This design comes from an exercise in tuning for small area, a short achievable clock period and few clock cycles per item on the open sky130 flow, not from production work.
Function was checked by simulation only, so behaviour that the tests miss may differ from the original.

==> run a <==
==> flow/design.v <==
package ksrq_pkg;
    localparam int CAPACITY_DEFAULT  = 16;
    localparam int KEY_WIDTH_DEFAULT = 32;
    localparam logic [1:0] CMD_INSERT = 2'd0;
    localparam logic [1:0] CMD_ERASE  = 2'd1;
    localparam logic [1:0] CMD_TEST   = 2'd2;
    localparam logic [1:0] CMD_SELECT = 2'd3;
endpackage
module key_set_with_rank_query (
    input  logic        aclk,
    input  logic        aresetn,
    input  logic        s_valid,
    output logic        s_ready,
    input  logic [1:0]  s_command,
    input  logic [31:0] s_key,
    input  logic [3:0]  s_rank,
    output logic        m_valid,
    input  logic        m_ready,
    output logic        m_success,
    output logic [31:0] m_selected_key,
    output logic [4:0]  m_item_count,
    output logic        m_table_full
);
    localparam int N  = 16;
    localparam int W  = 32;
    localparam int RW = 1 + 1 + 5 + W;  
    logic [W-1:0] key_q [N];
    logic [3:0]   rank_q [N];
    logic [N-1:0] val_q;
    logic [4:0]   cnt_q;
    logic         x_v;
    logic [1:0]   x_cmd;
    logic [W-1:0] x_key;
    logic [3:0]   x_rank;
    logic [N-1:0] x_gt, x_eq;
    logic         x_pgt, x_peq;
    logic [N-1:0] la_new;
    logic          r0_v, r1_v;
    logic [RW-1:0] r0_d, r1_d;
    logic          go_q;        
    logic          s_ready_q;   
    logic [N-1:0] a_gt, a_eq;
    logic         a_pgt, a_peq;
    function automatic logic [1:0] cmp(input logic [W-1:0] a, input logic [W-1:0] b);
        logic [W-1:0] g, e;
        g = a & ~b;
        e = ~(a ^ b);
        for (int w = W / 2; w >= 1; w = w / 2) begin
            for (int j = 0; j < w; j++) begin
                g[j] = g[2*j+1] | (e[2*j+1] & g[2*j]);
                e[j] = e[2*j+1] & e[2*j];
            end
        end
        cmp = {g[0], e[0]};
    endfunction
    function automatic logic [3:0] popcount(input logic [N-1:0] v);
        logic [1:0] p2 [8];
        logic [2:0] p4 [4];
        logic [3:0] p8 [2];
        for (int j = 0; j < 8; j++) p2[j] = 2'(v[2*j]) + 2'(v[2*j+1]);
        for (int j = 0; j < 4; j++) p4[j] = 3'(p2[2*j]) + 3'(p2[2*j+1]);
        for (int j = 0; j < 2; j++) p8[j] = 4'(p4[2*j]) + 4'(p4[2*j+1]);
        popcount = p8[0] + p8[1];
    endfunction
    logic [1:0] a_c [N+1];
    always_comb begin
        for (int i = 0; i < N; i++) begin
            a_c[i] = cmp(key_q[i], s_key);
            a_gt[i] = a_c[i][1];
            a_eq[i] = a_c[i][0];
        end
        a_c[N] = cmp(x_key, s_key);
        a_pgt = a_c[N][1];
        a_peq = a_c[N][0];
    end
    logic [N-1:0] gt_c, eq_c, lt_v, gt_v, free, fill, rk_hit;
    logic         exec, found, full, ins, era, sel_ok;
    logic [4:0]   cnt_n;
    logic [3:0]   rank_new;
    logic [W-1:0] sel_key;
    logic [RW-1:0] res;
    always_comb begin
        for (int i = 0; i < N; i++) begin
            gt_c[i] = la_new[i] ? x_pgt : x_gt[i];
            eq_c[i] = la_new[i] ? x_peq : x_eq[i];
        end
        exec   = x_v && go_q;
        found  = |(val_q & eq_c);
        full   = cnt_q[4];
        ins    = exec && x_cmd == ksrq_pkg::CMD_INSERT && !found && !full;
        era    = exec && x_cmd == ksrq_pkg::CMD_ERASE && found;
        sel_ok = x_cmd == ksrq_pkg::CMD_SELECT && {1'b0, x_rank} < cnt_q;
        gt_v = val_q & gt_c;
        lt_v = val_q & ~gt_c & ~eq_c;
        free = ~val_q;
        for (int i = 0; i < N; i++) begin
            fill[i] = ins && free[i] && (i == 0 || !(|(free & ((N)'(1 << i) - 1'b1))));
        end
        rank_new = popcount(lt_v);
        for (int i = 0; i < N; i++) begin
            rk_hit[i] = val_q[i] && rank_q[i] == x_rank;
        end
        sel_key = '0;
        for (int i = 0; i < N; i++) begin
            sel_key = sel_key | ({W{rk_hit[i]}} & key_q[i]);
        end
        cnt_n = ins ? cnt_q + 5'd1 : era ? cnt_q - 5'd1 : cnt_q;
        res[RW-1]  = ins || era || (x_cmd == ksrq_pkg::CMD_TEST && found) || sel_ok;
        res[RW-2]  = x_cmd == ksrq_pkg::CMD_INSERT && !found && full;
        res[W+4:W] = cnt_n;
        res[W-1:0] = (x_cmd == ksrq_pkg::CMD_SELECT) ? sel_key : '0;
    end
    always_ff @(posedge aclk) begin
        for (int i = 0; i < N; i++) begin
            if (fill[i]) begin
                key_q[i]  <= x_key;
                rank_q[i] <= rank_new;
            end else if (ins && gt_v[i]) begin
                rank_q[i] <= rank_q[i] + 4'd1;
            end else if (era && gt_v[i]) begin
                rank_q[i] <= rank_q[i] - 4'd1;
            end
        end
    end
    logic take, x_free;
    logic r0_vn, r1_vn, x_vn, go_n;
    always_comb begin
        take   = r0_v && m_ready;
        x_free = s_ready_q;   
        if (take) begin
            r0_vn = r1_v || exec;
            r1_vn = r1_v && exec;
        end else begin
            r0_vn = r0_v || exec;
            r1_vn = r1_v || (r0_v && exec);
        end
        go_n = !(r0_vn && r1_vn);
        x_vn = x_free ? s_valid : x_v;
    end
    assign s_ready        = s_ready_q;
    assign m_valid        = r0_v;
    assign m_success      = r0_d[RW-1];
    assign m_table_full   = r0_d[RW-2];
    assign m_item_count   = r0_d[W+4:W];
    assign m_selected_key = r0_d[W-1:0];
    always_ff @(posedge aclk) begin
        if (take) begin
            r0_d <= r1_v ? r1_d : res;
        end else if (!r0_v) begin
            r0_d <= res;
        end
        if (take || !r1_v) begin
            r1_d <= res;
        end
    end
    always_ff @(posedge aclk) begin
        if (x_free) begin
            x_cmd  <= s_command;
            x_key  <= s_key;
            x_rank <= s_rank;
            x_gt   <= a_gt;
            x_eq   <= a_eq;
            x_pgt  <= a_pgt;
            x_peq  <= a_peq;
        end else begin
            x_gt   <= gt_c;
            x_eq   <= eq_c;
        end
    end
    always_ff @(posedge aclk) begin
        if (!aresetn) begin
            x_v       <= 1'b0;
            val_q     <= '0;
            cnt_q     <= '0;
            la_new    <= '0;
            r0_v      <= 1'b0;
            r1_v      <= 1'b0;
            go_q      <= 1'b1;
            s_ready_q <= 1'b1;
        end else begin
            x_v <= x_vn;
            for (int i = 0; i < N; i++) begin
                if (fill[i]) begin
                    val_q[i] <= 1'b1;
                end else if (era && eq_c[i]) begin
                    val_q[i] <= 1'b0;
                end
            end
            cnt_q     <= cnt_n;
            la_new    <= fill;
            r0_v      <= r0_vn;
            r1_v      <= r1_vn;
            go_q      <= go_n;
            s_ready_q <= !x_vn || go_n;
        end
    end
endmodule
==> flow/run.sh <==
#!/bin/bash
# synth_recipe.tcl (not shown) runs the flow's synth.tcl, then flattens the netlist and writes it again
# the make line also repeats each setting of config.mk as NAME=value (left out here)
make -C /OpenROAD-flow-scripts/flow DESIGN_CONFIG=/design/flow/config.mk WORK_HOME=/design/flow/orfs CLKGATE_MAP_FILE= SYNTH_SCRIPT=/design/flow/synth_recipe.tcl finish
==> flow/config.mk <==
export PLATFORM = sky130hd
export DESIGN_NAME = key_set_with_rank_query
export DESIGN_NICKNAME = key_set_with_rank_query
export VERILOG_FILES = /design/flow/design.v
export SDC_FILE = /design/flow/constraint.sdc
export NUM_CORES = 4
export LEC_CHECK = 0
export CAP_MARGIN = 20
export CORE_MARGIN = 2
export CORE_UTILIZATION = 55
export SETUP_SLACK_MARGIN = 3.3
export SLEW_MARGIN = 20
==> flow/constraint.sdc <==
create_clock -name core_clock -period 6.5 [get_ports {aclk}]
set_input_delay 1.3000 -clock core_clock [delete_from_list [all_inputs] [get_ports {aclk}]]
set_output_delay 1.3000 -clock core_clock [all_outputs]
set_load 0.01 [all_outputs]
==> run b (differences from run a) <==
--- a/flow/design.v
+++ b/flow/design.v
@@ -56,9 +56,23 @@
     function automatic logic [3:0] popcount(input logic [N-1:0] v);
-        logic [1:0] p2 [8];
-        logic [2:0] p4 [4];
-        logic [3:0] p8 [2];
-        for (int j = 0; j < 8; j++) p2[j] = 2'(v[2*j]) + 2'(v[2*j+1]);
-        for (int j = 0; j < 4; j++) p4[j] = 3'(p2[2*j]) + 3'(p2[2*j+1]);
-        for (int j = 0; j < 2; j++) p8[j] = 4'(p4[2*j]) + 4'(p4[2*j+1]);
-        popcount = p8[0] + p8[1];
+        logic [N-1:0] t;
+        logic a, b;
+        t = v;
+        for (int p = 1; p < N; p = p * 2) begin
+            for (int k = p; k >= 1; k = k / 2) begin
+                for (int j = k % p; j + k < N; j = j + 2 * k) begin
+                    for (int i = 0; i < k; i++) begin
+                        if (i + j + k < N && ((i + j) / (p * 2)) == ((i + j + k) / (p * 2))) begin
+                            a = t[i+j];
+                            b = t[i+j+k];
+                            t[i+j]   = a | b;
+                            t[i+j+k] = a & b;
+                        end
+                    end
+                end
+            end
+        end
+        popcount[3] = t[7];
+        popcount[2] = (t[3] & ~t[7]) | t[11];
+        popcount[1] = (t[1] & ~t[3]) | (t[5] & ~t[7]) | (t[9] & ~t[11]) | t[13];
+        popcount[0] = ^v;
     endfunction
Settings changed: CORE_UTILIZATION 55 to 45, SETUP_SLACK_MARGIN 3.3 to 3.5, TNS_END_PERCENT from default to 10.
==> run c (differences from run a) <==
==> flow/design.v, changed modules only <==
module key_set_with_rank_query (
    input  logic        aclk,
    input  logic        aresetn,
    input  logic        s_valid,
    output logic        s_ready,
    input  logic [1:0]  s_command,
    input  logic [31:0] s_key,
    input  logic [3:0]  s_rank,
    output logic        m_valid,
    input  logic        m_ready,
    output logic        m_success,
    output logic [31:0] m_selected_key,
    output logic [4:0]  m_item_count,
    output logic        m_table_full
);
    localparam int N  = 16;
    localparam int W  = 32;
    localparam int RW = 1 + 1 + 5 + W;  
    logic [W-1:0] key_q [N];
    logic [N-1:0] val_q;
    logic [4:0]   cnt_q;
    logic         i_v;
    logic [1:0]   i_cmd;
    logic [W-1:0] i_key;
    logic [3:0]   i_rank;
    logic         x_v;
    logic [1:0]   x_cmd;
    logic [W-1:0] x_key;
    logic [3:0]   x_rank;
    logic [N-1:0] x_gt, x_eq;
    logic         x_pgt, x_peq;
    logic [N-1:0] la_up, la_new, la_dn;
    logic          r0_v, r1_v;
    logic [RW-1:0] r0_d, r1_d;
    logic          go_q;        
    logic          s_ready_q;   
    logic [N-1:0] a_gt, a_eq;
    logic         a_pgt, a_peq;
    function automatic logic [1:0] cmp(input logic [W-1:0] a, input logic [W-1:0] b);
        logic [W-1:0] g, e;
        g = a & ~b;
        e = ~(a ^ b);
        for (int w = W / 2; w >= 1; w = w / 2) begin
            for (int j = 0; j < w; j++) begin
                g[j] = g[2*j+1] | (e[2*j+1] & g[2*j]);
                e[j] = e[2*j+1] & e[2*j];
            end
        end
        cmp = {g[0], e[0]};
    endfunction
    logic [1:0] a_c [N+1];
    always_comb begin
        for (int i = 0; i < N; i++) begin
            a_c[i] = cmp(key_q[i], i_key);
            a_gt[i] = a_c[i][1];
            a_eq[i] = a_c[i][0];
        end
        a_c[N] = cmp(x_key, i_key);
        a_pgt = a_c[N][1];
        a_peq = a_c[N][0];
    end
    logic [N-1:0] gt_c, eq_c, tt, ge;
    logic [N-1:0] up, nw, dn, rk_oh;
    logic         exec, found, full, ins, era, sel_ok;
    logic [4:0]   cnt_n;
    logic [W-1:0] sel_key;
    logic [RW-1:0] res;
    always_comb begin
        for (int i = 0; i < N; i++) begin
            if (la_new[i]) begin
                gt_c[i] = x_pgt;
                eq_c[i] = x_peq;
            end else if (la_up[i] && i > 0) begin
                gt_c[i] = x_gt[(i > 0) ? i - 1 : 0];
                eq_c[i] = x_eq[(i > 0) ? i - 1 : 0];
            end else if (la_dn[i] && i < N - 1) begin
                gt_c[i] = x_gt[(i < N - 1) ? i + 1 : N - 1];
                eq_c[i] = x_eq[(i < N - 1) ? i + 1 : N - 1];
            end else begin
                gt_c[i] = x_gt[i];
                eq_c[i] = x_eq[i];
            end
        end
        exec   = x_v && go_q;
        found  = |(val_q & eq_c);
        full   = val_q[N-1];
        tt     = ~val_q | gt_c;
        ge     = ~val_q | gt_c | eq_c;
        ins    = exec && x_cmd == ksrq_pkg::CMD_INSERT && !found && !full;
        era    = exec && x_cmd == ksrq_pkg::CMD_ERASE && found;
        sel_ok = x_cmd == ksrq_pkg::CMD_SELECT && {1'b0, x_rank} < cnt_q;
        for (int i = 0; i < N; i++) begin
            up[i]    = ins && i > 0 && tt[(i > 0) ? i - 1 : 0];
            nw[i]    = ins && tt[i] && !(i > 0 && tt[(i > 0) ? i - 1 : 0]);
            dn[i]    = era && ge[i];
            rk_oh[i] = sel_ok && x_rank == 4'(i);
        end
        sel_key = '0;
        for (int i = 0; i < N; i++) begin
            sel_key = sel_key | ({W{rk_oh[i]}} & key_q[i]);
        end
        cnt_n = cnt_q + 5'(ins) - 5'(era);
        res[RW-1]  = ins || era || (x_cmd == ksrq_pkg::CMD_TEST && found) || sel_ok;
        res[RW-2]  = x_cmd == ksrq_pkg::CMD_INSERT && !found && full;
        res[W+4:W] = cnt_n;
        res[W-1:0] = sel_key;
    end
    always_ff @(posedge aclk) begin
        for (int i = 0; i < N; i++) begin
            if (up[i]) begin
                key_q[i] <= key_q[(i > 0) ? i - 1 : 0];
            end else if (nw[i]) begin
                key_q[i] <= x_key;
            end else if (dn[i] && i < N - 1) begin
                key_q[i] <= key_q[(i < N - 1) ? i + 1 : N - 1];
            end
        end
    end
    logic take, x_free, i_adv;
    logic r0_vn, r1_vn, i_vn, x_vn, go_n;
    always_comb begin
        take   = r0_v && m_ready;
        x_free = !x_v || go_q;
        i_adv  = i_v && x_free;
        if (take) begin
            r0_vn = r1_v || exec;
            r1_vn = r1_v && exec;
        end else begin
            r0_vn = r0_v || exec;
            r1_vn = r1_v || (r0_v && exec);
        end
        go_n = !(r0_vn && r1_vn);
        i_vn = s_ready_q ? s_valid : i_v;
        x_vn = x_free ? i_v : x_v;
    end
    assign s_ready        = s_ready_q;
    assign m_valid        = r0_v;
    assign m_success      = r0_d[RW-1];
    assign m_table_full   = r0_d[RW-2];
    assign m_item_count   = r0_d[W+4:W];
    assign m_selected_key = r0_d[W-1:0];
    always_ff @(posedge aclk) begin
        if (take) begin
            r0_d <= r1_v ? r1_d : res;
        end else if (!r0_v) begin
            r0_d <= res;
        end
        if (take || !r1_v) begin
            r1_d <= res;
        end
    end
    always_ff @(posedge aclk) begin
        if (s_ready_q) begin
            i_cmd  <= s_command;
            i_key  <= s_key;
            i_rank <= s_rank;
        end
        if (x_free) begin
            x_cmd  <= i_cmd;
            x_key  <= i_key;
            x_rank <= i_rank;
            x_gt   <= a_gt;
            x_eq   <= a_eq;
            x_pgt  <= a_pgt;
            x_peq  <= a_peq;
        end else begin
            x_gt   <= gt_c;
            x_eq   <= eq_c;
        end
    end
    always_ff @(posedge aclk) begin
        if (!aresetn) begin
            i_v       <= 1'b0;
            x_v       <= 1'b0;
            val_q     <= '0;
            cnt_q     <= '0;
            la_up     <= '0;
            la_new    <= '0;
            la_dn     <= '0;
            r0_v      <= 1'b0;
            r1_v      <= 1'b0;
            go_q      <= 1'b1;
            s_ready_q <= 1'b1;
        end else begin
            i_v    <= i_vn;
            x_v    <= x_vn;
            for (int i = 0; i < N; i++) begin
                if (up[i]) begin
                    val_q[i] <= val_q[(i > 0) ? i - 1 : 0];
                end else if (nw[i]) begin
                    val_q[i] <= 1'b1;
                end else if (dn[i]) begin
                    val_q[i] <= (i < N - 1) ? val_q[(i < N - 1) ? i + 1 : 0] : 1'b0;
                end
            end
            cnt_q     <= cnt_n;
            la_up     <= up;
            la_new    <= nw;
            la_dn     <= dn;
            r0_v      <= r0_vn;
            r1_v      <= r1_vn;
            go_q      <= go_n;
            s_ready_q <= !i_vn || !x_vn || go_n;
        end
    end
endmodule
Settings changed: SETUP_SLACK_MARGIN 3.3 to 3.0.
==> results.tsv <==
metric	value	unit
status	finished clean	
synth_compound_gate_area_share	0.242	
multi_input_cells	3874	
combPwrFrac	0.129	
largest_class	multi-input combinational cells	
placement.cell_area	53300	µm²
use_met3	0.256	
crit_end	r0_d[2]$_DFFE_PP_	
post-route-period-util	0.562	
synthToLayoutAreaGrowth	14.2	%
placementRows	111	
signal_buffers	348	
That was run c.
==> results.tsv <==
metric	value	unit
placementRows	102	
post-route-period-util	0.725	
largest_class	flip-flops and latches	
use_met3	0.121	
synthToLayoutAreaGrowth	22.0	%
status	finished clean	
placement.cell_area	45900	µm²
multi_input_cells	2509	
signal_buffers	433	
crit_end	rank_q[0][3]$_DFFE_PP_	
synth_compound_gate_area_share	0.136	
That was run a.
==> results.tsv <==
metric	value	unit
largest_class	multi-input combinational cells	
placementRows	114	
crit_end	rank_q[5][1]$_DFFE_PP_	
placement.cell_area	46500	µm²
use_met3	0.0513	
status	finished clean	
multi_input_cells	2480	
That was run b.
Testbench counts of run a, summed over its fixed seeds: cycles 4,816, ops 4,800.
Testbench counts of run b, summed over its fixed seeds: cycles 4,816, ops 4,800.
Testbench counts of run c, summed over its fixed seeds: cycles 4,824, ops 4,800.

## re-timing with driven ports
How much do the figures lean on ideal ports? The routed layouts below were timed once more, with nothing changed but the port constraints. Step 1: set_driving_cell puts a clkbuf_16 on aclk and a buf_2 on each other input, an assumption about the parent block. Step 2, shift: input delay + t, output delay - t, t = (earliest + latest rising clock arrival at the registers) / 2. This alone moves slack from input paths to output paths. Slacks: no drivers / after step 1 / after step 2; pairs: no drivers / after step 1.
run	t, ns	setup WS [ns]	worst setup path after step 2	clock arrival spread, ns	worst data-port slew with drivers (ns)
run a	0.724	1.786 / 1.786 / 1.786	register to register	0.025 / 0.025	0.05
run b	0.732	2.899 / 2.899 / 2.604	input to register	0.040 / 0.040	0.05
run c	0.786	2.848 / 2.848 / 2.848	register to register	0.034 / 0.035	0.10
After both steps every run listed still meets setup and hold. The setup slack of run b, which loses most, moves by 0.000 ns with the drivers and by -0.295 ns with both steps.
